This design comes from an exercise in tuning for small area, a short achievable clock period and few clock cycles per item on the open sky130 flow, not from production work. Function was checked by simulation only, so behaviour that the tests miss may differ from the original. No activity file was given, so power comes from the tool's default toggle rates.

===== run.sh =====
#!/bin/bash
# synth_recipe.tcl (not shown) runs the flow's synth.tcl, then flattens the netlist and writes it again
# the make line also repeats each setting of config.mk as NAME=value (left out here)
make -C /OpenROAD-flow-scripts/flow DESIGN_CONFIG=/design/flow/config.mk WORK_HOME=/design/flow/orfs CLKGATE_MAP_FILE= SYNTH_SCRIPT=/design/flow/synth_recipe.tcl finish

===== config.mk =====
export PLATFORM = sky130hd
export DESIGN_NAME = gomoku_top
export DESIGN_NICKNAME = gomoku_top
export VERILOG_FILES = /design/flow/design.v
export SDC_FILE = /design/flow/constraint.sdc
export NUM_CORES = 4
export LEC_CHECK = 0
export ABC_CLOCK_PERIOD_IN_PS = 3000
export CAP_MARGIN = 20
export CORE_MARGIN = 2
export CORE_UTILIZATION = 30
export CTS_BUF_LIST = sky130_fd_sc_hd__clkbuf_8
export CTS_CLUSTER_DIAMETER = 40
export CTS_CLUSTER_SIZE = 10
export SETUP_SLACK_MARGIN = 5
export SLEW_MARGIN = 20

===== constraint.sdc =====
create_clock -name core_clock -period 8.0 [get_ports {clock}]
set_input_delay 1.6000 -clock core_clock [delete_from_list [all_inputs] [get_ports {clock}]]
set_output_delay 1.6000 -clock core_clock [all_outputs]
set_load 0.01 [all_outputs]

===== design.v =====
`timescale 1ns/100ps
package gomoku_pkg;
    typedef enum logic [1:0] {
        EMPTY = 2'b00,
        BLACK = 2'b01,   
        WHITE = 2'b10    
    } cell_t;
    typedef union packed {
        struct packed {
            logic [32-2*4-1:0] rsvd;
            logic [4-1:0]           row;   
            logic [4-1:0]           col;
        } move;                                     
        struct packed {
            logic [32-3:0] rsvd;
            logic               new_game;
            logic               pass;
        } ctrl;                                     
    } reg_word_u;
    typedef struct packed {
        logic [16:0] rsvd;
        logic [8:0]  move_count;   
        logic        last_ok;      
        cell_t       winner;
        cell_t       turn;
        logic        busy;         
    } status_t;
endpackage
`timescale 1ns/100ps
module gomoku_regs (
    input  logic                      clock,
    input  logic                      rst,
    input  logic [5-1:0]        awaddr,
    input  logic                      awvalid,
    output logic                      awready,
    input  logic [32-1:0]        wdata,
    input  logic                      wvalid,
    output logic                      wready,
    output logic                      bvalid,
    output logic [1:0]                bresp,
    input  logic                      bready,
    input  logic [5-1:0]        araddr,
    input  logic                      arvalid,
    output logic                      arready,
    output logic                      rvalid,
    output logic [32-1:0]        rdata,
    output logic [1:0]                rresp,
    input  logic                      rready,
    input  gomoku_pkg::cell_t         pt,         
    input  logic                      five,
    output logic                      clear,        
    output logic                      wr_en,        
    output logic                      diag,
    output logic [3:0][4:0]    s1,
    output logic                      neg1,
    output logic [3:0][4:0]    s2,
    output logic                      hi2,
    output logic [6:0]                hex0,
    output logic [6:0]                hex1,
    output logic [4-1:0]       pick_row,     
    output logic [4-1:0]       last_row,
    output logic [4-1:0]       last_col,
    output logic                      white,        
    output logic                      won
);
    gomoku_pkg::reg_word_u wv;
    logic                  ready;
    logic                  wr_fire;
    logic                  ar_fire;
    logic                  mv_fire;
    logic                  sel_fire;
    logic                  ng_fire;
    logic                  pass_fire;
    logic                  lines;       
    logic                  placed;      
    logic                  five_hv;
    logic                  last_ok;
    logic [8:0]            move_count;
    logic [4-1:0]   cell_row;
    logic [4-1:0]   cell_col;
    logic                  rsel_st;     
    logic [14:0]           rd_q;
    logic [8:0]            count_nx;
    gomoku_pkg::cell_t     cell_q;
    logic [4:0]     sum;
    logic [4:0]     dif;
    function automatic logic [6:0] seg7(input logic [3:0] v);
        case (v)
            4'h0: seg7 = 7'b1000000;
            4'h1: seg7 = 7'b1111001;
            4'h2: seg7 = 7'b0100100;
            4'h3: seg7 = 7'b0110000;
            4'h4: seg7 = 7'b0011001;
            4'h5: seg7 = 7'b0010010;
            4'h6: seg7 = 7'b0000010;
            4'h7: seg7 = 7'b1111000;
            4'h8: seg7 = 7'b0000000;
            4'h9: seg7 = 7'b0010000;
            4'hA: seg7 = 7'b0001000;
            4'hB: seg7 = 7'b0000011;   
            4'hC: seg7 = 7'b1000110;
            4'hD: seg7 = 7'b0100001;   
            4'hE: seg7 = 7'b0000110;
            default: seg7 = 7'b0001110;
        endcase
    endfunction
    assign wv = wdata;
    assign awready = ready;
    assign wready  = ready;
    assign bresp   = 2'b00;
    assign arready = !rvalid;
    assign rresp   = 2'b00;
    assign wr_fire   = awvalid && wvalid && ready;
    assign ar_fire   = arvalid && !rvalid;
    assign mv_fire   = wr_fire && awaddr == 5'h00;
    assign sel_fire  = wr_fire && awaddr == 5'h08;
    assign ng_fire   = wr_fire && awaddr == 5'h04 && wv.ctrl.new_game;
    assign pass_fire = wr_fire && awaddr == 5'h04 && wv.ctrl.pass && !wv.ctrl.new_game;
    assign sum = {1'b0, last_row} + {1'b0, last_col};
    assign dif = {1'b0, last_col} - {1'b0, last_row};
    assign pick_row = lines ? last_row : cell_row;
    assign wr_en    = placed;
    always_ff @(posedge clock) begin
        if (rst) begin
            ready  <= 1'b1;
            bvalid <= 1'b0;
            rvalid <= 1'b0;
            lines  <= 1'b0;
            diag   <= 1'b0;
        end else begin
            ready  <= !wr_fire && !(bvalid && !bready) && !lines;
            bvalid <= wr_fire || (bvalid && !bready);
            rvalid <= ar_fire || (rvalid && !rready);
            lines  <= mv_fire;
            diag   <= lines;
        end
    end
    always_ff @(posedge clock) begin
        clear <= rst || ng_fire;
    end
    always_ff @(posedge clock) begin
        if (rst) begin
            last_row <= '0;
            last_col <= '0;
            cell_row <= '0;
            cell_col <= '0;
        end else begin
            if (mv_fire) begin
                last_row <= wv.move.row;
                last_col <= wv.move.col;
            end
            if (sel_fire) begin
                cell_row <= wv.move.row;
                cell_col <= wv.move.col;
            end
        end
    end
    always_ff @(posedge clock) begin
        for (int q = 0; q < 4; q++) begin
            if (rst) begin
                s1[q] <= '0;
            end else if (mv_fire || sel_fire) begin
                s1[q] <= {1'b0, wv.move.col};
            end else if (lines) begin
                s1[q] <= {1'b0, dif[4-1:0]} + (4+1)'(q);
            end else begin
                s1[q] <= {1'b0, cell_col};
            end
            if (mv_fire) begin
                s2[q] <= {1'b0, wv.move.row};
            end else begin
                s2[q] <= {1'b0, sum[4-1:0]} - (4+1)'(q);
            end
        end
        neg1 <= dif[4];
        hi2  <= sum[4];
    end
    always_ff @(posedge clock) begin
        if (rst) begin
            hex1 <= seg7('0);
            hex0 <= seg7('0);
        end else if (mv_fire) begin
            hex1 <= seg7(wv.move.row);
            hex0 <= seg7(wv.move.col);
        end
    end
    always_ff @(posedge clock) begin
        if (rst) begin
            placed <= 1'b0;
        end else begin
            placed <= lines && pt == gomoku_pkg::EMPTY && !won;
        end
        if (lines) begin
            five_hv <= five;
        end
    end
    assign count_nx = move_count + 9'(placed);
    always_ff @(posedge clock) begin
        if (rst || ng_fire) begin
            white      <= 1'b0;
            won        <= 1'b0;
            last_ok    <= 1'b0;
            move_count <= '0;
        end else begin
            if (diag) begin
                last_ok <= placed;
            end
            move_count <= count_nx;
            if (placed) begin
                if (five_hv || five) begin
                    won <= 1'b1;   
                end else begin
                    white <= !white;
                end
            end
            if (pass_fire && !won) begin
                white <= !white;
            end
        end
    end
    always_ff @(posedge clock) begin
        cell_q <= (rst || clear) ? gomoku_pkg::EMPTY : pt;
        if (!rvalid) begin
            rsel_st <= araddr == 5'h0C;
            case (araddr)
                5'h00:     rd_q <= {7'b0, last_row, last_col};
                5'h08: rd_q <= {7'b0, cell_row, cell_col};
                5'h0C:   rd_q <= {count_nx, diag ? placed : last_ok, 5'b0};
                5'h10:     rd_q <= {13'b0, cell_q};
                default:       rd_q <= '0;
            endcase
        end
    end
    assign rdata = {17'b0, rd_q[14:5],
                    rd_q[4:1] | {4{rsel_st}} & {won && white, won && !white, white, !white},
                    rd_q[0]};
endmodule
`timescale 1ns/100ps
module board_store (
    input  logic                                   clock,
    input  logic                                   clear,       
    input  logic                                   wr_en,       
    input  logic [4-1:0]                    wr_row,
    input  logic [4-1:0]                    wr_col,
    input  logic                                   wr_white,
    input  logic [16-1:0][4-1:0]    k1,
    input  logic [16-1:0][4-1:0]    k2,
    output logic [16-1:0]                  p1_b,
    output logic [16-1:0]                  p1_w,
    output logic [16-1:0]                  p2_b,
    output logic [16-1:0]                  p2_w
);
    logic [16-1:0][16-1:0] bl;   
    logic [16-1:0][16-1:0] wh;
    logic [16-1:0]                 row_b;
    logic [16-1:0]                 row_w;
    logic [16-1:0]                 col_hit;
    always_comb begin
        for (int i = 0; i < 16; i++) begin
            row_b[i]   = wr_en && !wr_white && wr_row == 4'(i);
            row_w[i]   = wr_en && wr_white && wr_row == 4'(i);
            col_hit[i] = wr_col == 4'(i);
        end
    end
    always_ff @(posedge clock) begin
        for (int i = 0; i < 16; i++) begin
            for (int j = 0; j < 16; j++) begin
                bl[i][j] <= !clear && (bl[i][j] || (row_b[i] && col_hit[j]));
                wh[i][j] <= !clear && (wh[i][j] || (row_w[i] && col_hit[j]));
            end
        end
    end
    always_comb begin
        for (int i = 0; i < 16; i++) begin
            p1_b[i] = bl[i][k1[i]];
            p1_w[i] = wh[i][k1[i]];
            p2_b[i] = bl[k2[i]][i];
            p2_w[i] = wh[k2[i]][i];
        end
    end
endmodule
`timescale 1ns/100ps
module win_checker (
    input  logic                                   diag,       
    input  logic [3:0][4:0]                 s1,         
    input  logic                                   neg1,       
    input  logic [3:0][4:0]                 s2,         
    input  logic                                   hi2,        
    input  logic [4-1:0]                    row,        
    input  logic [4-1:0]                    col,
    input  logic                                   white,      
    input  logic [16-1:0]                  p1_b,
    input  logic [16-1:0]                  p1_w,
    input  logic [16-1:0]                  p2_b,
    input  logic [16-1:0]                  p2_w,
    output logic [16-1:0][4-1:0]    k1,
    output logic [16-1:0][4-1:0]    k2,
    output logic                                   five
);
    logic [16-1:0] ok1;
    logic [16-1:0] ok2;
    logic [16-1:0] line1;
    logic [16-1:0] line2;
    logic                  five1;
    logic                  five2;
    always_comb begin
        for (int i = 0; i < 16; i++) begin
            logic [2:0] h1;
            logic [2:0] h2;
            h1 = s1[i % 4][4:2] + (diag ? 3'(i / 4) : 3'd0);
            h2 = s2[i % 4][4:2] - (diag ? 3'(i / 4) : 3'd0);
            k1[i]  = {h1[1:0], s1[i % 4][1:0]};
            k2[i]  = {h2[1:0], s2[i % 4][1:0]};
            ok1[i] = !diag || h1[2] == neg1;
            ok2[i] = !diag || h2[2] == hi2;
        end
    end
    always_comb begin
        for (int i = 0; i < 16; i++) begin
            line1[i] = (ok1[i] && (white ? p1_w[i] : p1_b[i])) || row == 4'(i);
            line2[i] = (ok2[i] && (white ? p2_w[i] : p2_b[i])) || col == 4'(i);
        end
    end
    always_comb begin
        five1 = 1'b0;
        five2 = 1'b0;
        for (int s = 0; s + 5 <= 16; s++) begin
            five1 = five1 || &line1[s+:5];
            five2 = five2 || &line2[s+:5];
        end
    end
    assign five = five1 || five2;
endmodule
`timescale 1ns/100ps
module status_display (
    input  logic                white,    
    input  logic                won,
    output logic [7:0]          ledr,
    output logic [7:0]          ledg
);
    assign ledr = {won && !white, 6'b0, !won && !white};
    assign ledg = {!won && white, 6'b0, won && white};
endmodule
`timescale 1ns/100ps
module gomoku_top (
    input  logic               clock,
    input  logic               rst,
    input  logic [5-1:0] awaddr,
    input  logic               awvalid,
    output logic               awready,
    input  logic [32-1:0] wdata,
    input  logic               wvalid,
    output logic               wready,
    output logic               bvalid,
    output logic [1:0]         bresp,
    input  logic               bready,
    input  logic [5-1:0] araddr,
    input  logic               arvalid,
    output logic               arready,
    output logic               rvalid,
    output logic [32-1:0] rdata,
    output logic [1:0]         rresp,
    input  logic               rready,
    output logic [6:0]         hex0,
    output logic [6:0]         hex1,
    output logic [7:0]         ledr,
    output logic [7:0]         ledg
);
    logic                                 clear;
    logic                                 wr_en;
    logic                                 diag;
    logic [3:0][4:0]               s1;
    logic [3:0][4:0]               s2;
    logic                                 neg1;
    logic                                 hi2;
    logic [4-1:0]                  pick_row;
    logic [4-1:0]                  last_row;
    logic [4-1:0]                  last_col;
    logic                                 white;
    logic                                 won;
    logic                                 five;
    gomoku_pkg::cell_t                    pt;
    logic [16-1:0][4-1:0]  k1;
    logic [16-1:0][4-1:0]  k2;
    logic [16-1:0]                p1_b;
    logic [16-1:0]                p1_w;
    logic [16-1:0]                p2_b;
    logic [16-1:0]                p2_w;
    assign pt = gomoku_pkg::cell_t'({p1_w[pick_row], p1_b[pick_row]});
    gomoku_regs u_regs (
        .clock, .rst,
        .awaddr, .awvalid, .awready, .wdata, .wvalid, .wready,
        .bvalid, .bresp, .bready,
        .araddr, .arvalid, .arready, .rvalid, .rdata, .rresp, .rready,
        .pt, .five, .clear, .wr_en, .diag, .s1, .neg1, .s2, .hi2, .hex0, .hex1,
        .pick_row, .last_row, .last_col, .white, .won
    );
    board_store u_board (
        .clock, .clear, .wr_en,
        .wr_row (last_row),
        .wr_col (last_col),
        .wr_white (white),
        .k1, .k2, .p1_b, .p1_w, .p2_b, .p2_w
    );
    win_checker u_check (
        .diag, .s1, .neg1, .s2, .hi2,
        .row (last_row),
        .col (last_col),
        .white, .p1_b, .p1_w, .p2_b, .p2_w,
        .k1, .k2, .five
    );
    status_display u_disp (
        .white, .won, .ledr, .ledg
    );
endmodule

==> flow_summary_export.csv, run 1 <==
group,metric,value,unit
clocking,clock_latency,0.74,ns
synth,synth_mux_area_share,23.83,%
timing,maxSlewHeadroom,18.16,%
final_layout,final_core_util,36.12,%
timing,finalSetupTns,0,ns
clocking,cts_hold_buf,0,
critical_path,rr_startpoint,"u_regs.white",
synth,yosys.cell_types.count,77,
floorplan,core_area,102000,um^2
timing,finalHoldViolCount,0,
power_and_ir_drop,p_switching,1.565,mW
power_and_ir_drop,combPwrFrac,3.2,%
final_layout,n_fill_cell,10150,
placement,place_hpwl,73780,um
synth,synth-compound-area-share,13.82,%
final_layout,nets,3340,
power_and_ir_drop,leakage,13.33,nW
synth,syn_area,30930,um^2
critical_path,rr_worst_depth,11,
critical_path,arrival,4.06,ns
detailed_routing,via_per_inst,5.733,
detailed_routing,wl,118500,um
synth,synth_top_family_by_area,"multiplexers",
grt,grt-ovfl-total,0,
clocking,htreeDepth,3,
outcome,status,"finished clean",
final_layout,syn_to_final_growth,19.17,%
detailed_routing,final_antenna_net_count,0,
worst_hold_path,hold_class,"reg2reg",
clocking,cts.sinks,616,
power_and_ir_drop,p_per_area,174.3,nW/um^2
synth,yosys_register_bits,616,
clocking,cts_inserted_buffers,104,
detailed_routing,drt_iter0_drc,3993,
placement,place.gp.congestion,1.016,
clocking,path_clk_slew,0.07,ns
flow_run,cap_viol_max_count,0,
synth,synth_top_flop_cell,"dfxtp_1",
synth,synth_edf_count,17,
detailed_routing,vias,26810,
placement,place_ws,3.336,ns
detailed_routing,dr.pass1.iters,6,
power_and_ir_drop,intPower,4.859,mW
critical_path,reg2reg_to,"u_regs.white",
floorplan,ioPinCount,120,
detailed_routing,post_drt_wl_per_cell,25.33,um
final_layout,drive_gt1_share,24.25,%
timing,fin_worst_skew,0.05212,ns
timing,setup_violations,0,
floorplan,die_h,325.1,um
timing,max_freq,290.8,MHz
critical_path,path_class,"reg2reg",
synth,synth_area_per_cell,9.794,um^2
floorplan,rows,117,
critical_path,cp_max_fo,16,
floorplan,die_w,325.1,um
synth,yosysSeqAreaShare,40.42,%
timing,period_minus_slack,3.439,ns
floorplan,start_util,30.31,%
grt,grt_usage,21.62,%
timing,slew_viol_final,0,
power_and_ir_drop,clkPwrFrac,48.6,%
detailed_routing,route.detailed.drc,0,
grt,grt_max_degree,220,
clocking,clock_path_buffers,3,
worst_hold_path,worstHoldStart,"u_regs.hex1[6]",
timing,layout_worst_path_cycle_share,42.98,%
grt,grt_pass1_vias,25130,
worst_hold_path,whs_endpoint,"u_regs.hex1[6]",
power_and_ir_drop,switching_share,24.36,%
grt,grt_pass1_wl,171700,um
synth,yosysWarnings,3,
synth,async_flop_share,0,%
power_and_ir_drop,finalPower,6.424,mW
synth,synth_xor_area_share,1.541,%
critical_path,cp-end-kind,"flip-flop",
clocking,cts_root_buf,"clkbuf_8",
placement,portBuffers,62,
timing,rsz0062_at_grt,"yes",
timing,layout_setup_ws,4.561,ns
final_layout,stdcell_count,4677,
worst_hold_path,min_path_cells,1,
power_and_ir_drop,peakVddDrop,0.0001238,V
power_and_ir_drop,p_seq_share,48.2,%
synth,synth_simple_gate_area_share,11.95,%
synth,syn_inst,3158,
critical_path,cp_data_required_time,8.62,ns
grt,grt_antenna_before_repair,3,
critical_path,r2r_slack,4.56,ns
synth,post_synth_fa_ha_maj_area_fraction,3.075,%
placement,dp.cells,4380,
timing,worst_pin_slew,1.228,ns
critical_path,start_kind,"flip-flop",
clocking,cts_tree,"built",
floorplan,die-area,105700,um^2
[power groups by stage]
stage               logic [mW]  registers (mW)  clock network [mW]
floorplan                0.138            3.16                   0
global placement         0.178            3.17                   0
detailed placement       0.178            3.17                   0
CTS                      0.196            3.09                3.15
global route             0.217            3.09                3.31
finish                   0.205            3.09                3.12
[worst max-delay path by stage]
stage | from | to | slack, ns | cells after the start
floorplan | awaddr[0] | u_regs.white | 4.86 | 8
global placement | u_regs.s1[12] | u_regs.five_hv | 3.33 | 10
detailed placement | u_regs.s1[12] | u_regs.five_hv | 3.34 | 10
CTS | u_regs.diag | u_regs.placed | 4.67 | 12
global route | u_regs.diag | u_regs.placed | 4.62 | 12
finish | u_regs.white | u_regs.white | 4.56 | 11
[timing repair]
action	CTS	global route
buffers inserted	64	29
gates cloned	10	0
pin swaps	32	32
endpoints found under the setup margin	147	118
resized for setup	203	58
[worst max-delay path, stage by stage, from the launching register on]
cell and delay [ns]:
dfxtp_4 0.39, buf_4 0.20, bufbuf_16 0.39, mux4_2 0.25, mux2i_1 0.17, mux2i_1 0.48
o22ai_1 0.25, o211a_1 0.27, o22a_1 0.19, or3_4 0.40, and3_4 0.19, o211ai_1 0.15
[final cells by class]
class | count | area [um^2] | area share (%)
Inverter | 45 | 186.4 | 0.5058
Timing Repair Buffer | 235 | 2494 | 6.766
Antenna cell | 2 | 5.005 | 0.01358
Clock buffer | 115 | 1583 | 4.294
Multi-Input combinational cell | 2219 | 17600 | 47.75
Clock inverter | 77 | 711.9 | 1.932
Sequential cell | 616 | 12560 | 34.09
Tap cell | 1368 | 1712 | 4.644
[cell usage after synthesis (5+ instances only)]
master      n  area (um^2)
fa_1       10        200.2
clkbuf_1  196        735.7
buf_1      11        41.29
or2_2       9        56.30
mux4_1     15        394.1
ha_1       60        750.7
a221oi_1    5        43.79
nand2_1   103        386.6
and2_1     12        75.07
xnor2_1    16        140.1
xor2_1     33        289.0
buf_2      44        220.2
a31o_2      6        52.55
inv_1      43        161.4
o211ai_1   15        112.6
a32oi_1     8        70.07
dfxtp_1   599        11990
mux2_2     36        405.4
a21boi_0    5        37.54
nor2b_1    18        112.6
o21ai_0    45        225.2
mux4_2    250         5630
edfxtp_1   17        510.5
a22o_1      6        52.55
a311oi_1    6        52.55
a21oi_1   579         2898
a211oi_1   16        120.1
a22oi_1    14        105.1
nor3_1     22        110.1
nor2_1    659         2474
buf_4      55        412.9
mux2i_1    94        940.9
a31oi_1     6        37.54
nand3_1    35        175.2
nand2b_1   17        106.4
nand4_1     5        31.28
a21o_1      8        60.06
[layer usage]
layer	track usage (%)	part of all wire (%)
met2	32.16	44
met4	12.14	5.9
met5	0	0
met3	5.165	12
met1	28.73	39
[flip-flops by register name (all words and copies together) (netlist names), 7 cells and up]
register / flops
u_board.bl: 256
u_board.wh: 256
u_regs.s1: 17
u_regs.s2: 17
u_regs.rd_q: 15
u_regs.move_count: 9
u_regs.hex0: 7
u_regs.hex1: 7
[logic make-up (layout without fill, tap and decap cells)]
| kind of cell | count (synthesis) | after routing |
|---|---|---|
| mux | 395 | 395 |
| flops | 616 | 616 |
| fa+ha+maj | 70 | 70 |
| xor+xnor | 51 | 51 |
| simple gates | 902 | 904 |
| buf+inv | 357 | 472 |
| compound gates | 766 | 766 |
| other cells | 1 | 35 |
[cell usage in the layout (no fill, tap or decap), drive strengths merged, types with 9 or more instances in the layout]
cell type and n:
mux4 265, inv 63, a21oi 579, o211ai 15
clkinvlp 17, and2 12, ha 60, dfxtp 599
nor3 22, fa 10, conb 33, xnor2 16
or2 9, nand2 103, dlygate4sd2 22, nor2 660
nand2b 17, buf 177, clkdlybuf4s50 20, nand3 35
a211oi 16, clkbuf 115, mux2i 94, nor2b 18
clkinv 31, xor2 33, mux2 36, o21ai 46
edfxtp 17, bufinv 11, a22oi 14
[per-stage QoR]
stage | instance area (um^2) | hold slack, ns
2_1_floorplan | 31280 | 0.4324
3_3_place_gp | 32700 | 0.4469
3_5_place_dp | 32700 | 0.4496
4_1_cts | 36360 | 0.4573
5_1_grt | 36850 | 0.4984
6_report | 36860 | 0.4563
Testbench counts, summed over its fixed seeds: cycles 17,312, moves 3,200.
==> run 2: changes to the inputs <==
--- a/config.mk
+++ b/config.mk
@@ -10,7 +10,4 @@
 export CORE_MARGIN = 2
 export CORE_UTILIZATION = 30
-export CTS_BUF_LIST = sky130_fd_sc_hd__clkbuf_8
-export CTS_CLUSTER_DIAMETER = 40
-export CTS_CLUSTER_SIZE = 10
 export SETUP_SLACK_MARGIN = 5
 export SLEW_MARGIN = 20
==> run 2 against run 1 <==
Global-route usage decreased by 0.058 points. Register-to-register slack about the same. Clock skew decreased by 0.020 ns. Synthesized cell count unchanged.
==> flow_summary_export.csv, run 2 <==
group,metric,value,unit
synth,ys_top_cells_by_count,"nor2_1, dfxtp_1, a21oi_1",
final_layout,n_fill_cell,10090,
floorplan,die-area,105700,um^2
grt,grt_pass1_wl,171300,um
critical_path,path_class,"reg2reg",
placement,portBuffers,62,
detailed_routing,route.detailed.drc,0,
detailed_routing,via_per_inst,5.776,
final_layout,final_cell_mix,"nor2_1, a21oi_1, dfxtp_1",
placement,dpl-instance-area,32700,um^2
grt,grt_max_degree,220,
critical_path,start_kind,"flip-flop",
critical_path,path_cells,"buf_16, buf_12, ha_1, and2_1, a22oi_1, o211ai_1, a21boi_2, a32oi_1, o211ai_1, o21a_2, and3_4, inv_1",
power_and_ir_drop,finalPower,6.698,mW
timing,layout_setup_ws,4.567,ns
floorplan,start_util,30.31,%
floorplan,ioPinCount,120,
synth,synth_top_area_share,38.77,%
synth,synthTopCellsByArea,"dfxtp_1, mux4_2, a21oi_1",
power_and_ir_drop,leakage,13.34,nW
timing,period_minus_slack,3.433,ns
grt,grt_pass1_vias,24960,
synth,yosysWarnings,3,
detailed_routing,final_antenna_net_count,0,
critical_path,arrival,3.82,ns
final_layout,top_regs,"u_board.bl x256, u_board.wh x256",
critical_path,cp_data_required_time,8.39,ns
clocking,cts.sinks,616,
power_and_ir_drop,peakVddDrop,0.0001794,V
final_layout,nets,3308,
clocking,cts_inserted_buffers,70,
timing,layout_worst_path_cycle_share,42.91,%
clocking,cts_hold_buf,0,
detailed_routing,drt_iter0_drc,4221,
final_layout,syn_to_final_growth,19.53,%
timing,finalSetupTns,0,ns
clocking,clock_path_buffers,3,
synth,async_flop_share,0,%
synth,synth_top_flop_cell,"dfxtp_1",
synth,yosys.cell_types.count,77,
synth,yosysSeqAreaShare,40.42,%
critical_path,cp_max_fo,7,
placement,place_ws,3.336,ns
timing,maxSlewHeadroom,16.82,%
timing,slew_viol_final,0,
detailed_routing,dr.pass1.iters,6,
final_layout,stdcell_count,4611,
synth,synth_top_cell_by_area,"dfxtp_1",
placement,place.gp.congestion,1.016,
outcome,status,"finished clean",
clocking,cts_tree,"built",
critical_path,crit_family,"compound AO/OA/AOI/OAI gates",
final_layout,final_common_cell,"nor2_1",
power_and_ir_drop,p_per_area,181.2,nW/um^2
floorplan,core_area,102000,um^2
critical_path,cp-end-kind,"flip-flop",
worst_hold_path,hold_class,"reg2reg",
critical_path,critPathMostFrequentCell,"o211ai_1",
final_layout,final_area,36970,um^2
placement,place_hpwl,73780,um
synth,synth_edf_count,17,
grt,grt_usage,21.56,%
detailed_routing,vias,26640,
flow_run,cap_viol_max_count,0,
clocking,cts_root_buf,"clkbuf_16",
grt,grt_antenna_before_repair,2,
timing,finalHoldViolCount,0,
critical_path,cpMaxStageDelayCell,"ha_1",
synth,syn_inst,3158,
timing,setup_violations,0,
synth,synth_area_per_cell,9.794,um^2
clocking,htreeDepth,3,
floorplan,die_w,325.1,um
timing,worst_pin_slew,1.248,ns
detailed_routing,wl,118800,um
critical_path,cpPeakStageDelay,0.46,ns
floorplan,die_h,325.1,um
synth,syn_area,30930,um^2
floorplan,rows,117,
timing,rsz0062_at_grt,"yes",
placement,dp.cells,4380,
synth,synth_most_common_cell,"nor2_1",
detailed_routing,post_drt_wl_per_cell,25.76,um
final_layout,drive_gt1_share,22.92,%
clocking,path_clk_slew,0.06,ns
timing,fin_worst_skew,0.03173,ns
timing,max_freq,291.3,MHz
critical_path,crit_buf_inv,3,
grt,grt-ovfl-total,0,
synth,yosys_register_bits,616,
clocking,clock_latency,0.64,ns
[run 2: path summary, 6_finish.rpt]
kind,start,slack (ns),cells past startpoint,end
max,u_regs.diag,4.57,12,u_regs.five_hv
min,u_regs.hex1[6],0.46,1,u_regs.hex1[6]
min reg2reg,u_regs.hex1[6],0.46,1,u_regs.hex1[6]
max reg2reg,u_regs.diag,4.57,12,u_regs.five_hv
[run 2: report_power, final]
group          total (mW)  internal [mW]  switching (mW)
Combinational       0.210         0.0705           0.139
Sequential           3.10           3.09         0.00914
Clock                3.39           2.05            1.35
Total                6.70           5.20            1.49
[run 2: cell families after synthesis]
| family | share of synthesized area, % |
|---|---|
| compound gates | 13.82 |
| xor+xnor | 1.541 |
| fa+ha+maj | 3.075 |
| buf+inv | 5.348 |
| flops | 40.42 |
| mux | 23.83 |
| other cells | 0.01212 |
| simple gates | 11.95 |
[run 2: what timing repair did]
item,4_1_cts,5_1_grt
endpoints found under the setup margin,180,35
setup buffers,81,13
cloned,9,2
pin swaps,34,26
gates resized for setup,210,52
[run 2: layout make-up]
class / count / area [um^2] / area share [%]
diodes: 1 / 2.502 / 0.006769
inverters: 45 / 186.4 / 0.5043
flip-flops and latches: 616 / 12560 / 33.98
repair buffers: 237 / 2511 / 6.793
clock inverters: 28 / 400.4 / 1.083
clock buffers: 97 / 2004 / 5.422
well taps: 1368 / 1712 / 4.630
multi-input cells: 2219 / 17590 / 47.59
[run 2: stage by stage]
step	util, %	hold slack (ns)
after detailed placement	32.05	0.4496
final	36.23	0.4570
after floorplan	-	0.4324
after global routing	36.23	0.4995
after CTS	35.88	0.4582
after global placement	32.05	0.4469
[run 2: per-layer routing]
| layer | global-route usage [%] | wire length (um) |
|---|---|---|
| met4 | 11.45 | 6963 |
| met2 | 32.23 | 52060 |
| met1 | 28.65 | 45690 |
| met3 | 5.342 | 14040 |
| met5 | 0 | 0 |
==> run 3: changes to the inputs <==
--- a/design.v
+++ b/design.v
@@ -191,7 +191,5 @@
             placed <= lines && pt == gomoku_pkg::EMPTY && !won;
         end
-        if (lines) begin
-            five_hv <= five;
-        end
+        five_hv <= five;   
     end
     assign count_nx = move_count + 9'(placed);
@@ -304,12 +302,28 @@
     logic                  five1;
     logic                  five2;
+    function automatic logic [2:0] add_m(input logic [2:0] t, input int m);
+        case (m)
+            0: add_m = {t[2], t[1], t[0]};
+            1: add_m = {t[2] || (t[1] && t[0]), t[1] ^ t[0], !t[0]};
+            2: add_m = {t[2] || t[1], !t[1], t[0]};
+            default: add_m = {t[2] || t[1] || t[0], !(t[1] ^ t[0]), !t[0]};
+        endcase
+    endfunction
+    function automatic logic [2:0] sub_m(input logic [2:0] t, input int m);
+        case (m)
+            0: sub_m = {t[2], t[1], t[0]};
+            1: sub_m = {t[2] || (!t[1] && !t[0]), !(t[1] ^ t[0]), !t[0]};
+            2: sub_m = {t[2] || !t[1], !t[1], t[0]};
+            default: sub_m = {t[2] || !(t[1] && t[0]), t[1] ^ t[0], !t[0]};
+        endcase
+    endfunction
     always_comb begin
         for (int i = 0; i < 16; i++) begin
             logic [2:0] h1;
             logic [2:0] h2;
-            h1 = s1[i % 4][4:2] + (diag ? 3'(i / 4) : 3'd0);
-            h2 = s2[i % 4][4:2] - (diag ? 3'(i / 4) : 3'd0);
-            k1[i]  = {h1[1:0], s1[i % 4][1:0]};
-            k2[i]  = {h2[1:0], s2[i % 4][1:0]};
+            h1 = add_m(s1[i % 4][4:2], i / 4);
+            h2 = sub_m(s2[i % 4][4:2], i / 4);
+            k1[i]  = {diag ? h1[1:0] : s1[i % 4][3:2], s1[i % 4][1:0]};
+            k2[i]  = {diag ? h2[1:0] : s2[i % 4][3:2], s2[i % 4][1:0]};
             ok1[i] = !diag || h1[2] == neg1;
             ok2[i] = !diag || h2[2] == hi2;
--- a/config.mk
+++ b/config.mk
@@ -9,5 +9,9 @@
 export CAP_MARGIN = 20
 export CORE_MARGIN = 2
-export CORE_UTILIZATION = 30
+export CORE_UTILIZATION = 45
+export CTS_BUF_LIST = sky130_fd_sc_hd__clkbuf_8
+export CTS_CLUSTER_DIAMETER = 40
+export CTS_CLUSTER_SIZE = 10
+export PLACE_DENSITY = 0.6
 export SETUP_SLACK_MARGIN = 5
 export SLEW_MARGIN = 20
==> run 3 against run 2 <==
Sequential share of layout area increased by 0.11 points. Clock-buffer cell count increased by 23. Power decreased by 4.8%. Sequential cell count unchanged. First-iteration DRC count decreased by 5.5%. Cell area decreased by 0.55%. Register-to-register slack got worse by 0.20 ns. Combinational power increased by 3%. Via count increased by 6.0%. Synthesized area increased by 0.60%. Hold slack improved by 0.0022 ns.
==> flow_summary_export.csv, run 3 <==
group,metric,value,unit
power_and_ir_drop,p_per_area,173.4,nW/um^2
floorplan,core_area,68470,um^2
floorplan,die_h,267.0,um
placement,dpl-instance-area,32370,um^2
detailed_routing,route.detailed.drc,0,
final_layout,final_common_cell,"nor2_1",
floorplan,ioPinCount,120,
synth,synth_area_per_cell,9.437,um^2
synth,yosys.cell_types.count,79,
placement,dp.cells,4035,
clocking,cts_tree,"built",
synth,synth_top_flop_cell,"dfxtp_1",
final_layout,final_cell_mix,"nor2_1, dfxtp_1, a21oi_1",
timing,holdWs,0.4593,ns
clocking,cts_inserted_buffers,98,
clocking,cts.sinks,616,
final_layout,top_regs,"u_board.bl x256, u_board.wh x256",
critical_path,r2r_slack,4.36,ns
critical_path,start_kind,"flip-flop",
grt,grt_pass1_vias,25750,
synth,syn_area,31110,um^2
power_and_ir_drop,clkPwrFrac,48.1,%
timing,max_freq,275.1,MHz
detailed_routing,final_antenna_net_count,0,
detailed_routing,dr.pass1.iters,7,
final_layout,syn_to_final_growth,18.16,%
detailed_routing,vias,28240,
detailed_routing,via_per_inst,6.487,
synth,ys_top_cells_by_count,"nor2_1, dfxtp_1, a21oi_1",
final_layout,final_area,36770,um^2
synth,synth_edf_count,16,
placement,portBuffers,62,
synth,yosys_register_bits,616,
synth,synth_top_cell_by_area,"dfxtp_1",
detailed_routing,wl,123400,um
timing,period_minus_slack,3.636,ns
grt,grt-ovfl-total,0,
clocking,clock_path_buffers,3,
power_and_ir_drop,leakage,13.52,nW
floorplan,die-area,71260,um^2
final_layout,nets,3485,
timing,setup_violations,0,
clocking,clock_latency,0.74,ns
placement,place.gp.congestion,1.022,
detailed_routing,post_drt_wl_per_cell,28.35,um
grt,grt_antenna_before_repair,5,
detailed_routing,drt_iter0_drc,3989,
timing,finalSetupTns,0,ns
floorplan,rows,96,
power_and_ir_drop,switching_share,24.20,%
timing,rsz0062_at_grt,"yes",
worst_hold_path,hold_class,"reg2reg",
timing,fin_worst_skew,0.02384,ns
timing,layout_worst_path_cycle_share,45.45,%
synth,synth_most_common_cell,"nor2_1",
synth,async_flop_share,0,%
grt,grt_usage,33.67,%
critical_path,cp_data_required_time,8.61,ns
grt,grt_pass1_wl,175500,um
power_and_ir_drop,combPwrFrac,3.4,%
synth,synthTopCellsByArea,"dfxtp_1, mux4_2, a21oi_1",
floorplan,die_w,267.0,um
timing,finalHoldViolCount,0,
timing,worst_pin_slew,1.131,ns
synth,syn_inst,3297,
final_layout,n_fill_cell,6050,
synth,yosysSeqAreaShare,40.15,%
critical_path,arrival,4.24,ns
floorplan,start_util,45.45,%
clocking,htreeDepth,3,
synth,yosysWarnings,3,
power_and_ir_drop,p_seq_share,48.6,%
power_and_ir_drop,p_switching,1.543,mW
placement,place_hpwl,78840,um
power_and_ir_drop,peakVddDrop,0.0001332,V
critical_path,path_class,"reg2reg",
final_layout,stdcell_count,4353,
clocking,path_clk_slew,0.07,ns
timing,maxSlewHeadroom,24.57,%
power_and_ir_drop,intPower,4.831,mW
critical_path,cp-end-kind,"flip-flop",
flow_run,cap_viol_max_count,0,
grt,grt_max_degree,219,
final_layout,drive_gt1_share,23.20,%
clocking,cts_root_buf,"clkbuf_8",
critical_path,cp_max_fo,24,
synth,synth_top_area_share,38.60,%
outcome,status,"finished clean",
timing,slew_viol_final,0,
run 3: cell count changes in the layout (fill, tap and decap cells not counted), moves of 11 or more:
cell and change:
clkbuf_8 +109, clkbuf_1 -13, buf_4 +34, inv_1 +22, nor3_1 +27, clkbuf_16 -67, nand3_1 +26, a221oi_1 +12
nor2_1 +11, dlygate4sd2_1 -14, mux2_2 -14, nand2_1 +20
run 3: kinds of logic after synthesis:
family,share of synthesized area [%]
other,0.01205
buffers and inverters,5.312
XOR/XNOR,1.717
AO/OA/AOI/OAI,14.57
flip-flops,40.15
multiplexers,22.53
AND/OR/NAND/NOR,13.77
adder cells (fa/ha/maj),1.938
run 3: stage by stage:
stage	total power [mW]	util (%)	worst slack [ns]
global route	6.539	53.69	4.268
global placement	3.352	47.20	3.342
finish	6.374	53.70	4.364
floorplan	3.305	-	4.883
CTS	6.375	51.64	4.349
detailed placement	3.355	47.28	3.317
run 3: path summary, 6_finish.rpt:
check	from	end	cells after the start
max	u_regs.s2[1]	u_regs.won	11
min	u_regs.hex1[6]	u_regs.hex1[6]	1
max reg2reg	u_regs.s2[1]	u_regs.won	11
min reg2reg	u_regs.hex1[6]	u_regs.hex1[6]	1
run 3: repair_timing:
item,in CTS,in global routing
pin swaps,5,15
setup buffers,42,83
gates resized for setup,138,133
setup endpoints to repair,210,55
hold buffers,0,0
cloned,4,7
run 3: routing by layer:
metal	vias up	wire, um	GRT usage [%]
li1	11990	-	-
met1	13910	48110	46.62
met2	2005	53410	48.82
met3	331	15600	8.322
met4	2	6295	17.11
met5	-	13	0
run 3: cell type report:
cell class,count,area [um^2],share of cell area (%)
antenna,5,12.51,0.03403
timing repair buffer,280,2938,7.990
clock inverter,57,573.1,1.559
clock buffer,120,1652,4.492
multi-input combinational,2337,17720,48.19
sequential,616,12530,34.09
tap,882,1104,3.002
inverter,56,237.7,0.6466
run 3: worst max-delay path, stage by stage (launching register included):
cell and delay [ns]:
dfxtp_1 0.32, clkbuf_8 0.37, mux4_2 0.64, mux4_2 0.59
a2111oi_4 0.44, a311oi_2 0.14, nor2_1 0.15, a211oi_2 0.09
nor4_4 0.29, buf_6 0.17, nand2_2 0.06, o31a_1 0.23
run 3: power groups by stage:
stage / logic (mW) / clock network [mW] / registers [mW]
after floorplan: 0.144 / 0 / 3.16
after global placement: 0.185 / 0 / 3.17
after detailed placement: 0.188 / 0 / 3.17
after CTS: 0.197 / 3.08 / 3.09
after global routing: 0.228 / 3.22 / 3.09
final: 0.216 / 3.06 / 3.09
Testbench counts of run 3, summed over its fixed seeds: cycles 17,312, moves 3,200.
==> run 4: changes to the inputs <==
--- a/config.mk
+++ b/config.mk
@@ -9,9 +9,5 @@
 export CAP_MARGIN = 20
 export CORE_MARGIN = 2
-export CORE_UTILIZATION = 45
-export CTS_BUF_LIST = sky130_fd_sc_hd__clkbuf_8
-export CTS_CLUSTER_DIAMETER = 40
-export CTS_CLUSTER_SIZE = 10
-export PLACE_DENSITY = 0.6
+export CORE_UTILIZATION = 30
 export SETUP_SLACK_MARGIN = 5
 export SLEW_MARGIN = 20
==> run 4 against run 3 <==
Still clean. Synthesized cell count stayed put. Synthesized area is the same. Global-route usage decreased by 12 points. First-iteration DRC count fell by 0.70%. Register-to-register slack improved by 0.06 ns. Routed wire length fell by 1.4%. Combinational power shrank 6%. Worst setup slack better by 0.064 ns. Sequential share of layout area shrank 0.30 points. Cell area rose by 0.93%. Fmax grew 1.8%. Critical endpoint unchanged. Largest power group is now the clock network.
==> flow_summary_export.csv, run 4 <==
group,metric,value,unit
critical_path,cpMaxStageDelayCell,"mux4_2",
clocking,cts_root_buf,"clkbuf_16",
clocking,cts_inserted_buffers,70,
floorplan,die_w,326.1,um
synth,yosys_register_bits,616,
flow_run,cap_viol_max_count,0,
critical_path,path_class,"reg2reg",
placement,place.gp.congestion,1.031,
detailed_routing,via_per_inst,5.803,
floorplan,ioPinCount,120,
detailed_routing,vias,27690,
outcome,status,"finished clean",
floorplan,die-area,106300,um^2
power_and_ir_drop,p_per_area,179.0,nW/um^2
detailed_routing,wl,121700,um
detailed_routing,drt_iter0_drc,3961,
synth,yosys.cell_types.count,79,
timing,max_freq,280.0,MHz
grt,grt_usage,21.75,%
critical_path,reg2reg_to,"u_regs.won",
synth,synth_top_area_share,38.60,%
synth,syn_area,31110,um^2
timing,period_minus_slack,3.572,ns
clocking,clock_latency,0.64,ns
critical_path,r2r_slack,4.43,ns
synth,synth_top_cell_by_area,"dfxtp_1",
critical_path,arrival,4.07,ns
grt,grt_antenna_before_repair,4,
critical_path,path_cells,"buf_4, buf_16, buf_4, mux4_2, mux2i_1, mux2i_1, a32o_1, a31oi_1, nor4_1, a31oi_1, o21a_2, nand2_2, o31a_1",
placement,portBuffers,62,
synth,yosysSeqAreaShare,40.15,%
floorplan,core_area,103200,um^2
grt,grt_max_degree,221,
critical_path,start_kind,"flip-flop",
grt,grt_pass1_wl,173700,um
synth,synth_most_common_cell,"nor2_1",
clocking,htreeDepth,3,
worst_hold_path,hold_class,"reg2reg",
detailed_routing,route.detailed.drc,0,
critical_path,cp_data_required_time,8.50,ns
synth,synthTopCellsByArea,"dfxtp_1, mux4_2, a21oi_1",
clocking,path_clk_slew,0.06,ns
critical_path,cpPeakStageDelay,0.53,ns
final_layout,antenna_cells,0,
clocking,cts.sinks,616,
final_layout,top_regs,"u_board.bl x256, u_board.wh x256",
timing,maxSlewHeadroom,16.41,%
floorplan,die_h,326.1,um
critical_path,cp-endpoint,"u_regs.won",
synth,yosysWarnings,3,
critical_path,setup.worst_path.start,"u_regs.s1[10]",
timing,finalHoldViolCount,0,
timing,slew_viol_final,0,
power_and_ir_drop,finalPower,6.641,mW
final_layout,nets,3436,
timing,layout_worst_path_cycle_share,44.65,%
detailed_routing,dr.pass1.iters,6,
final_layout,drive_gt1_share,20.96,%
clocking,cts_hold_buf,0,
floorplan,start_util,30.15,%
critical_path,cp-end-kind,"flip-flop",
timing,fin_worst_skew,0.03850,ns
timing,worst_pin_slew,1.254,ns
detailed_routing,final_antenna_net_count,0,
grt,grt-ovfl-total,0,
placement,place_hpwl,77230,um
final_layout,seq_area,12540,um^2
timing,setup_violations,0,
final_layout,multi_input_area,17590,um^2
final_layout,n_fill_cell,10280,
clocking,cts_tree,"built",
critical_path,rr_startpoint,"u_regs.s1[10]",
power_and_ir_drop,peakVddDrop,0.0001096,V
power_and_ir_drop,leakage,13.30,nW
synth,synth_top_flop_cell,"dfxtp_1",
final_layout,final_common_cell,"nor2_1",
synth,ys_top_cells_by_count,"nor2_1, dfxtp_1, a21oi_1",
synth,synth_area_per_cell,9.437,um^2
detailed_routing,post_drt_wl_per_cell,25.50,um
timing,rsz0062_at_grt,"yes",
synth,syn_inst,3297,
critical_path,rr_worst_depth,13,
final_layout,final_cell_mix,"nor2_1, dfxtp_1, a21oi_1",
grt,grt_pass1_vias,25370,
clocking,clock_path_buffers,3,
critical_path,cp_max_fo,12,
synth,async_flop_share,0,%
final_layout,syn_to_final_growth,19.26,%
synth,synth_edf_count,16,
timing,finalSetupTns,0,ns
floorplan,rows,118,
## run 4: how the worst min path moves through the flow
stage                     cells past startpoint         endpoint       startpoint  slack, ns
after detailed placement                      1   u_regs.hex1[6]   u_regs.hex1[6]       0.47
final                                         1   u_regs.hex1[6]   u_regs.hex1[6]       0.48
after global placement                        2  u_board.wh[231]  u_board.wh[231]       0.46
after floorplan                               2  u_board.bl[225]  u_board.bl[225]       0.44
after global routing                          1   u_regs.hex0[6]   u_regs.hex0[6]       0.50
after CTS                                     1   u_regs.hex1[6]   u_regs.hex1[6]       0.48
## run 4: metal layers
| metal | part of all wire, % | GRT usage [%] | wire (um) | vias up |
|---|---|---|---|---|
| li1 | - | - | - | 11890 |
| met1 | 40 | 29.12 | 48360 | 13670 |
| met2 | 43 | 32.45 | 52460 | 1793 |
| met3 | 12 | 5.767 | 14430 | 341 |
| met4 | 5.3 | 10.51 | 6401 | 6 |
| met5 | 0.026 | 0 | 32 | - |
## run 4: cell families after synthesis
kind of cell / share of synthesized area (%)
and+or+nand+nor: 13.77
AOI/OAI and AO/OA: 14.57
DFF: 40.15
buffers and inverters: 5.312
muxes: 22.53
xor gates and xnor gates: 1.717
adders and majority gates: 1.938
other: 0.01205
## run 4: power by group
group / switching (mW) / leakage, nW / internal (mW) / total [mW]
registers: 0.0166 / 5.02 / 3.09 / 3.10
logic: 0.135 / 7.12 / 0.0688 / 0.204
clock network: 1.36 / 1.16 / 1.97 / 3.33
## run 4: worst max-delay path, delay by kind of cell (launching register included)
| family | cells | cell delay (ns) |
|---|---|---|
| DFF | 1 | 0.46 |
| muxes | 3 | 0.90 |
| and+or+nand+nor | 2 | 0.20 |
| buffers and inverters | 3 | 0.61 |
| AOI/OAI and AO/OA | 5 | 1.27 |
## run 4: metrics by stage
step	cell area [um^2]	std cells	hold slack (ns)	utilization [%]	setup slack, ns
detailed placement	32990	4532	0.4666	31.96	3.246
global placement	32950	4531	0.4609	31.93	3.257
global route	37110	4772	0.5049	35.96	4.411
floorplan	31450	3329	0.4449	-	4.883
CTS	36210	4710	0.4762	35.09	4.375
finish	37110	4772	0.4794	35.96	4.428
## run 4: area by class of cell
class,instances,share of cell area [%]
tap,1380,4.653
clock buffer,95,5.449
multi-input combinational,2338,47.40
inverter,56,0.6373
timing repair buffer,257,7.155
sequential,616,33.79
clock inverter,29,0.9104
timing repair inverter,1,0.01349
## run 4: timing repair
action                     in CTS  in global routing
pin swaps                      13                 11
setup endpoints to repair     102                 55
gates cloned                    6                  5
buffers inserted               48                 55
resized for setup             144                 88
==> run 5: changes to the inputs <==
--- a/config.mk
+++ b/config.mk
@@ -6,8 +6,8 @@
 export NUM_CORES = 4
 export LEC_CHECK = 0
-export ABC_CLOCK_PERIOD_IN_PS = 3000
+export ABC_CLOCK_PERIOD_IN_PS = 2500
 export CAP_MARGIN = 20
 export CORE_MARGIN = 2
 export CORE_UTILIZATION = 30
-export SETUP_SLACK_MARGIN = 5
+export SETUP_SLACK_MARGIN = 4.5
 export SLEW_MARGIN = 20
==> run 5 against run 4 <==
Still clean. Via count is 0.30% lower. Hold slack worse by 0.014 ns. Worst setup slack worse by 0.0076 ns. Clock-buffer cell count is 4 higher. Clock skew is 0.0042 ns lower. Die area stayed put. Routed wire length is 0.37% higher. Synthesized cell count stayed put. Synthesized area stayed put. Combinational power hardly changed. Sequential share of layout area is 0.47 points higher. Non-clock buffer count is 49 lower. Critical endpoint is now u_regs.placed. Highest routed layer unchanged.
==> flow_summary_export.csv, run 5 <==
group,metric,value,unit
critical_path,arrival,4.09,ns
final_layout,nets,3381,
power_and_ir_drop,peakVddDrop,0.0001434,V
clocking,htreeDepth,3,
power_and_ir_drop,p_per_area,181.8,nW/um^2
critical_path,cp-end-kind,"flip-flop",
synth,ys_top_cells_by_count,"nor2_1, dfxtp_1, a21oi_1",
placement,place_hpwl,76300,um
clocking,path_clk_slew,0.06,ns
placement,dp.cells,4533,
final_layout,stdcell_count,4719,
detailed_routing,wl,122100,um
timing,layout_setup_ws,4.421,ns
synth,yosysWarnings,3,
final_layout,final_cell_mix,"nor2_1, dfxtp_1, a21oi_1",
timing,setup_violations,0,
grt,grt_antenna_before_repair,3,
floorplan,start_util,30.15,%
synth,synth_area_per_cell,9.437,um^2
clocking,clock_path_buffers,3,
timing,period_minus_slack,3.579,ns
synth,syn_area,31110,um^2
grt,grt_max_degree,188,
power_and_ir_drop,combPwrFrac,3.1,%
clocking,cts_inserted_buffers,68,
detailed_routing,vias,27610,
floorplan,die_h,326.1,um
grt,grt_usage,21.76,%
clocking,cts_tree,"built",
placement,place.gp.congestion,1.004,
worst_hold_path,min_path_cells,1,
grt,grt_pass1_vias,25130,
timing,slew_viol_final,0,
synth,synth_top_cell_by_area,"dfxtp_1",
flow_run,cap_viol_max_count,0,
worst_hold_path,worstHoldStart,"u_regs.hex1[6]",
synth,synthTopCellsByArea,"dfxtp_1, mux4_2, a21oi_1",
detailed_routing,route.detailed.drc,0,
critical_path,critPathMostFrequentCell,"mux2i_1",
detailed_routing,dr.pass1.iters,6,
power_and_ir_drop,p_switching,1.514,mW
critical_path,r2r_slack,4.42,ns
detailed_routing,via_per_inst,5.851,
critical_path,rr_worst_depth,12,
critical_path,cpMaxStageDelayCell,"nor4_1",
synth,syn_inst,3297,
synth,synth_most_common_cell,"nor2_1",
critical_path,cp_data_required_time,8.51,ns
timing,rsz0062_at_grt,"yes",
critical_path,rr_startpoint,"u_regs.s1[3]",
grt,grt-ovfl-total,0,
power_and_ir_drop,p_seq_share,46.6,%
clocking,cts_root_buf,"clkbuf_16",
timing,maxSlewHeadroom,20.51,%
synth,synth_edf_count,16,
placement,place_ws,3.474,ns
final_layout,top_regs,"u_board.bl x256, u_board.wh x256",
floorplan,die_w,326.1,um
timing,finalSetupTns,0,ns
critical_path,reg2reg_to,"u_regs.placed",
clocking,cts_hold_buf,0,
power_and_ir_drop,clkPwrFrac,50.3,%
floorplan,core_area,103200,um^2
final_layout,syn_to_final_growth,17.58,%
critical_path,cpPeakStageDelay,0.40,ns
floorplan,ioPinCount,120,
placement,portBuffers,62,
timing,max_freq,279.4,MHz
critical_path,path_class,"reg2reg",
detailed_routing,drt_iter0_drc,4174,
clocking,clock_latency,0.65,ns
timing,fin_worst_skew,0.03427,ns
power_and_ir_drop,leakage,12.90,nW
floorplan,die-area,106300,um^2
critical_path,start_kind,"flip-flop",
synth,yosysSeqAreaShare,40.15,%
timing,worst_pin_slew,1.189,ns
critical_path,cp_max_fo,8,
synth,synth_top_area_share,38.60,%
power_and_ir_drop,switching_share,22.76,%
critical_path,path_cells,"buf_4, inv_2, ha_1, nand2_1, a21boi_1, nor3_1, nor4_1, mux2i_1, a21oi_1, mux2_2, mux2i_1, and4b_1",
final_layout,final_common_cell,"nor2_1",
detailed_routing,post_drt_wl_per_cell,25.88,um
synth,yosys.cell_types.count,79,
final_layout,drive_gt1_share,18.55,%
outcome,status,"finished clean",
worst_hold_path,whs_endpoint,"u_regs.hex1[6]",
synth,async_flop_share,0,%
floorplan,rows,118,
clocking,cts.sinks,616,
power_and_ir_drop,intPower,5.139,mW
grt,grt_pass1_wl,172600,um
synth,yosys_register_bits,616,
synth,synth_top_flop_cell,"dfxtp_1",
timing,finalHoldViolCount,0,
worst_hold_path,hold_class,"reg2reg",
timing,layout_worst_path_cycle_share,44.74,%
detailed_routing,final_antenna_net_count,0,
-- run 5: cell type report --
| class | count | area, um^2 |
|---|---|---|
| Clock inverter | 23 | 394.1 |
| Timing Repair Buffer | 208 | 2338 |
| Multi-Input combinational cell | 2335 | 17400 |
| Antenna cell | 2 | 5.005 |
| Inverter | 56 | 220.2 |
| Fill cell | 10390 | 66620 |
| Tap cell | 1380 | 1727 |
| Clock buffer | 99 | 1968 |
| Sequential cell | 616 | 12530 |
-- run 5: cell families after synthesis --
group	count (synthesis)	synth area share [%]
other	1	0.01205
adder cells (fa/ha/maj)	47	1.938
AND/OR/NAND/NOR	1016	13.77
buffers and inverters	378	5.312
XOR/XNOR	61	1.717
flip-flops	616	40.15
AO/OA/AOI/OAI	805	14.57
multiplexers	373	22.53
-- run 5: timing repair --
item | CTS | global route
pin swaps | 2 | 6
resized for setup | 50 | 42
buffers inserted | 37 | 14
endpoints found under the setup margin | 58 | 14
cloned | 4 | 7
-- run 5: through the flow --
| step | power [mW] | hold WS [ns] | area, um^2 | utilization (%) |
|---|---|---|---|---|
| 2_1_floorplan | 3.304 | 0.4449 | 31240 | - |
| 3_3_place_gp | 3.356 | 0.4457 | 32940 | 31.91 |
| 3_5_place_dp | 3.356 | 0.4533 | 32950 | 31.93 |
| 4_1_cts | 6.673 | 0.4669 | 36080 | 34.96 |
| 5_1_grt | 6.814 | 0.4898 | 36580 | 35.45 |
| 6_report | 6.653 | 0.4653 | 36590 | 35.45 |
-- run 5: critical path, delay by kind of cell (launching register included) --
kind / cells / cell delay, ns
and+or+nand+nor: 4 / 0.95
DFF: 1 / 0.31
buffers and inverters: 2 / 0.47
AOI/OAI and AO/OA: 2 / 0.76
muxes: 3 / 0.61
adders and majority gates: 1 / 0.33
-- run 5: how the worst max path moves through the flow --
stage,start,endpoint,slack [ns],cells past startpoint
floorplan,u_regs.s1[12],u_regs.won,4.52,11
global placement,u_regs.diag,u_regs.won,3.51,11
detailed placement,u_regs.diag,u_regs.won,3.47,11
CTS,u_regs.white,u_regs.won,4.39,13
global route,u_regs.s2[15],u_regs.won,4.40,12
finish,u_regs.s1[3],u_regs.placed,4.42,12
-- run 5: power by group through the flow --
stage          clock (mW)  sequential (mW)  combinational (mW)
6_report             3.35             3.10               0.203
5_1_grt              3.50             3.10               0.215
4_1_cts              3.38             3.10               0.193
3_5_place_dp            0             3.17               0.182
3_3_place_gp            0             3.17               0.182
2_1_floorplan           0             3.16               0.142
-- run 5: metal layers --
layer | GRT usage (%) | vias to the layer above | share of wire, %
li1 | - | 11780 | -
met4 | 11.15 | 6 | 5.3
met3 | 5.383 | 336 | 12
met5 | 0 | - | 0.034
met2 | 32.51 | 1798 | 44
met1 | 29.11 | 13690 | 39
==> run 6: changes to the inputs <==
--- a/design.v
+++ b/design.v
@@ -56,6 +56,4 @@
     output logic [3:0][4:0]    s2,
     output logic                      hi2,
-    output logic [6:0]                hex0,
-    output logic [6:0]                hex1,
     output logic [4-1:0]       pick_row,     
     output logic [4-1:0]       last_row,
@@ -85,24 +83,4 @@
     logic [4:0]     sum;
     logic [4:0]     dif;
-    function automatic logic [6:0] seg7(input logic [3:0] v);
-        case (v)
-            4'h0: seg7 = 7'b1000000;
-            4'h1: seg7 = 7'b1111001;
-            4'h2: seg7 = 7'b0100100;
-            4'h3: seg7 = 7'b0110000;
-            4'h4: seg7 = 7'b0011001;
-            4'h5: seg7 = 7'b0010010;
-            4'h6: seg7 = 7'b0000010;
-            4'h7: seg7 = 7'b1111000;
-            4'h8: seg7 = 7'b0000000;
-            4'h9: seg7 = 7'b0010000;
-            4'hA: seg7 = 7'b0001000;
-            4'hB: seg7 = 7'b0000011;   
-            4'hC: seg7 = 7'b1000110;
-            4'hD: seg7 = 7'b0100001;   
-            4'hE: seg7 = 7'b0000110;
-            default: seg7 = 7'b0001110;
-        endcase
-    endfunction
     assign wv = wdata;
     assign awready = ready;
@@ -178,13 +156,4 @@
     always_ff @(posedge clock) begin
         if (rst) begin
-            hex1 <= seg7('0);
-            hex0 <= seg7('0);
-        end else if (mv_fire) begin
-            hex1 <= seg7(wv.move.row);
-            hex0 <= seg7(wv.move.col);
-        end
-    end
-    always_ff @(posedge clock) begin
-        if (rst) begin
             placed <= 1'b0;
         end else begin
@@ -348,9 +317,29 @@
 `timescale 1ns/100ps
 module status_display (
+    input  logic                clock,
+    input  logic                rst,
+    input  logic [4-1:0] last_row,
+    input  logic [4-1:0] last_col,
     input  logic                white,    
     input  logic                won,
+    output logic [6:0]          hex0,     
+    output logic [6:0]          hex1,     
     output logic [7:0]          ledr,
     output logic [7:0]          ledg
 );
+    localparam logic [16*7-1:0] SEGS = {
+        7'b0001110, 7'b0000110, 7'b0100001, 7'b1000110,    
+        7'b0000011, 7'b0001000, 7'b0010000, 7'b0000000,    
+        7'b1111000, 7'b0000010, 7'b0010010, 7'b0011001,    
+        7'b0110000, 7'b0100100, 7'b1111001, 7'b1000000};   
+    always_ff @(posedge clock) begin
+        if (rst) begin
+            hex1 <= SEGS[6:0];
+            hex0 <= SEGS[6:0];
+        end else begin
+            hex1 <= SEGS[7*last_row +: 7];
+            hex0 <= SEGS[7*last_col +: 7];
+        end
+    end
     assign ledr = {won && !white, 6'b0, !won && !white};
     assign ledg = {!won && white, 6'b0, won && white};
@@ -407,5 +396,5 @@
         .bvalid, .bresp, .bready,
         .araddr, .arvalid, .arready, .rvalid, .rdata, .rresp, .rready,
-        .pt, .five, .clear, .wr_en, .diag, .s1, .neg1, .s2, .hi2, .hex0, .hex1,
+        .pt, .five, .clear, .wr_en, .diag, .s1, .neg1, .s2, .hi2,
         .pick_row, .last_row, .last_col, .white, .won
     );
@@ -425,5 +414,6 @@
     );
     status_display u_disp (
-        .white, .won, .ledr, .ledg
+        .clock, .rst,
+        .last_row, .last_col, .white, .won, .hex0, .hex1, .ledr, .ledg
     );
 endmodule
--- a/config.mk
+++ b/config.mk
@@ -6,8 +6,8 @@
 export NUM_CORES = 4
 export LEC_CHECK = 0
-export ABC_CLOCK_PERIOD_IN_PS = 2500
+export ABC_CLOCK_PERIOD_IN_PS = 3000
 export CAP_MARGIN = 20
 export CORE_MARGIN = 2
 export CORE_UTILIZATION = 30
-export SETUP_SLACK_MARGIN = 4.5
+export SETUP_SLACK_MARGIN = 5
 export SLEW_MARGIN = 20
==> run 6 against run 5 <==
Still clean on timing, DRC and antenna. Global-route usage down 0.11 points. Sequential share of layout area shrank 0.52 points. Via count is 2.9% lower. Non-clock buffer count is 57 higher. First-iteration DRC count shrank 6.3%. Fmax increased by 4.4%. Core utilization rose by 1.0 points. Combinational power fell by 9%. Cell area is 1.8% higher. Routed wire length fell by 2.5%.
==> flow_summary_export.csv, run 6 <==
group,metric,value,unit
flow_run,cap_viol_max_count,0,
final_layout,final_cell_mix,"nor2_1, a21oi_1, dfxtp_1",
grt,grt_max_degree,224,
critical_path,path_class,"reg2reg",
floorplan,die_w,325.0,um
clocking,clock_latency,0.63,ns
clocking,clock_path_buffers,3,
grt,grt_pass1_wl,170400,um
synth,yosysWarnings,4,
timing,max_freq,291.7,MHz
final_layout,final_core_util,36.49,%
synth,synth_top_flop_cell,"dfxtp_1",
floorplan,rows,117,
clocking,cts_hold_buf,0,
clocking,cts_tree,"built",
floorplan,die-area,105600,um^2
placement,place_ws,3.675,ns
synth,synth-compound-area-share,13.88,%
timing,layout_setup_ws,4.571,ns
critical_path,cp_data_required_time,8.50,ns
floorplan,start_util,30.29,%
critical_path,r2r_slack,4.57,ns
final_layout,syn_to_final_growth,20.47,%
detailed_routing,route.detailed.drc,0,
synth,yosys.cell_types.count,88,
timing,finalSetupTns,0,ns
synth,syn_inst,3183,
floorplan,core_area,102000,um^2
critical_path,rr_worst_depth,13,
synth,yosys_register_bits,616,
grt,grt_pass1_vias,24600,
detailed_routing,via_per_inst,5.773,
clocking,htreeDepth,3,
power_and_ir_drop,leakage,13.35,nW
critical_path,reg2reg_to,"u_regs.won",
placement,place.gp.congestion,0.9809,
clocking,cts_inserted_buffers,68,
detailed_routing,dr.pass1.iters,9,
outcome,status,"finished clean",
detailed_routing,wl,119100,um
timing,slew_viol_final,0,
critical_path,cp-end-kind,"flip-flop",
synth,yosysSeqAreaShare,40.42,%
timing,period_minus_slack,3.429,ns
final_layout,antenna_cells,0,
detailed_routing,post_drt_wl_per_cell,25.66,um
synth,synth_top_area_share,38.87,%
power_and_ir_drop,finalPower,6.503,mW
synth,post_synth_fa_ha_maj_area_fraction,1.911,%
timing,holdWs,0.4862,ns
synth,synth_top_cell_by_area,"dfxtp_1",
synth,ys_top_cells_by_count,"nor2_1, dfxtp_1, a21oi_1",
synth,synth_top_family_by_area,"multiplexers",
timing,setup_violations,0,
critical_path,cpPeakStageDelay,0.57,ns
timing,fin_worst_skew,0.02640,ns
timing,rsz0062_at_grt,"yes",
critical_path,arrival,3.93,ns
timing,layout_worst_path_cycle_share,42.86,%
clocking,cts_root_buf,"clkbuf_16",
clocking,cts.sinks,616,
synth,synth_simple_gate_area_share,12.29,%
timing,maxSlewHeadroom,14.49,%
clocking,path_clk_slew,0.06,ns
critical_path,path_cells,"buf_12, buf_16, buf_12, mux4_2, mux4_2, nor2_1, a2111oi_2, nor2_2, o21a_1, a221oi_2, a32o_2, nand4b_1, o31a_1",
worst_hold_path,hold_class,"reg2reg",
detailed_routing,drt_iter0_drc,3913,
final_layout,top_regs,"u_board.bl x256, u_board.wh x256",
synth,synth_edf_count,16,
final_layout,nets,3320,
timing,worst_pin_slew,1.247,ns
grt,grt-ovfl-total,0,
critical_path,rr_startpoint,"u_regs.white",
placement,portBuffers,62,
power_and_ir_drop,peakVddDrop,0.0001178,V
synth,async_flop_share,0,%
synth,syn_area,30900,um^2
grt,grt_usage,21.65,%
detailed_routing,final_antenna_net_count,0,
synth,synth_area_per_cell,9.709,um^2
placement,place_hpwl,72300,um
detailed_routing,vias,26810,
critical_path,cp-endpoint,"u_regs.won",
synth,synth_xor_area_share,1.802,%
timing,finalHoldViolCount,0,
critical_path,setup.worst_path.start,"u_regs.white",
critical_path,cpMaxStageDelayCell,"mux4_2",
final_layout,final_common_cell,"nor2_1",
floorplan,die_h,325.0,um
synth,synth_mux_area_share,23.96,%
final_layout,drive_gt1_share,23.02,%
synth,synthTopCellsByArea,"dfxtp_1, mux4_2, a21oi_1",
critical_path,start_kind,"flip-flop",
floorplan,ioPinCount,120,
critical_path,cp_max_fo,13,
synth,synth_most_common_cell,"nor2_1",
power_and_ir_drop,p_per_area,174.7,nW/um^2
grt,grt_antenna_before_repair,3,
-- run 6: cell types whose count changed in the layout (fill, tap and decap cells not counted), moves of 18 or more --
cell	change
dlygate4sd2_1	+29
nor3_1	-29
clkdlybuf4s50_1	-40
buf_12	+25
buf_4	+30
nand2_1	-18
nand3_1	-31
-- run 6: cells by family (layout without fill, tap and decap cells) --
family                   after synthesis  count (layout)
AO/OA/AOI/OAI                        778             778
XOR/XNOR                              61              61
adder cells (fa/ha/maj)               46              46
buffers and inverters                365             425
flip-flops                           616             616
multiplexers                         397             397
other                                  1              33
AND/OR/NAND/NOR                      919             919
-- run 6: power breakdown --
group | switching, mW | internal, mW
Clock | 1.31 | 1.90
Sequential | 0.0172 | 3.08
Combinational | 0.120 | 0.0643
Total | 1.45 | 5.05
-- run 6: worst min-delay path by stage --
stage                     depth (start not counted)               to            start
final                                             2   u_board.wh[78]   u_board.wh[78]
after global routing                              2  u_board.wh[128]  u_board.wh[128]
after CTS                                         2   u_board.wh[78]   u_board.wh[78]
after detailed placement                          2   u_board.wh[78]   u_board.wh[78]
after global placement                            2   u_board.wh[83]   u_board.wh[83]
after floorplan                                   2   u_board.wh[77]   u_board.wh[77]
-- run 6: through the flow --
stage                     instance area (um^2)  cells
after global routing                     37230   4643
final                                    37230   4643
after floorplan                          31120   3215
after global placement                   32430   4396
after detailed placement                 32430   4396
after CTS                                36560   4603
-- run 6: area by class of cell --
class	count	area, um^2
clock buffer	100	2046
clock inverter	20	234.0
fill	10090	64800
inverter	39	187.7
multi-input combinational	2234	17370
sequential	616	12560
tap	1368	1712
timing repair buffer	265	3105
timing repair inverter	1	8.758
-- run 6: repair_timing --
| item | CTS | global route |
|---|---|---|
| pin swaps | 13 | 13 |
| endpoints found under the hold margin | 0 | 0 |
| gates resized for setup | 209 | 77 |
| setup buffers | 71 | 40 |
| endpoints found under the setup margin | 117 | 49 |
| gates cloned | 16 | 0 |
-- run 6: worst max-delay path: cells and delay by family (launching register included) --
family / cells / cell delay [ns]
AO/OA/AOI/OAI: 5 / 0.85
buffers and inverters: 3 / 0.44
flip-flops: 1 / 0.46
multiplexers: 2 / 0.94
AND/OR/NAND/NOR: 3 / 0.61
-- run 6: layer usage --
layer / track usage, % / routed length [um]
met2: 31.20 / 49790
met1: 28.57 / 46310
met3: 6.909 / 15260
met4: 12.08 / 7627
met5: 0 / 146
Testbench counts of run 6, summed over its fixed seeds: cycles 17,312, moves 3,200.

[what the ideal ports hide]
No port has a modelled driver above. Below, the same layouts with a new extraction and two added sets of constraints.
Step 1 sets driving cells, clkbuf_16 on the clock port and buf_2 on the other inputs (assumed; they add their load-dependent delay and slew).
Step 2 also shifts input and output timing later by t, the mid clock arrival at the registers, as if the neighbouring blocks saw the same clock.
Three values: ideal, step 1, step 2; two values: the first two.
run | t (ns) | slack for setup (ns) | hold slack, ns | worst setup path at the end | pins driven straight from the clock port
run 1 | 0.782 | 4.561 / 4.561 / 4.302 | 0.456 / 0.456 / 0.456 | input to register | 1
run 2 | 0.695 | 4.567 / 4.567 / 4.379 | 0.457 / 0.457 / 0.457 | input to register | 1
run 3 | 0.780 | 4.364 / 4.364 / 4.303 | 0.459 / 0.459 / 0.459 | input to register | 1
run 4 | 0.687 | 4.428 / 4.428 / 4.300 | 0.479 / 0.479 / 0.479 | input to register | 1
run 5 | 0.695 | 4.421 / 4.421 / 3.923 | 0.465 / 0.465 / 0.465 | input to register | 1
run 6 | 0.693 | 4.571 / 4.541 / 4.344 | 0.486 / 0.486 / 0.486 | input to register | 1
After both steps setup and hold are still met in every run listed. The setup slack of run 5, which loses most, moves by 0.000 ns with the drivers and by -0.498 ns with both steps.
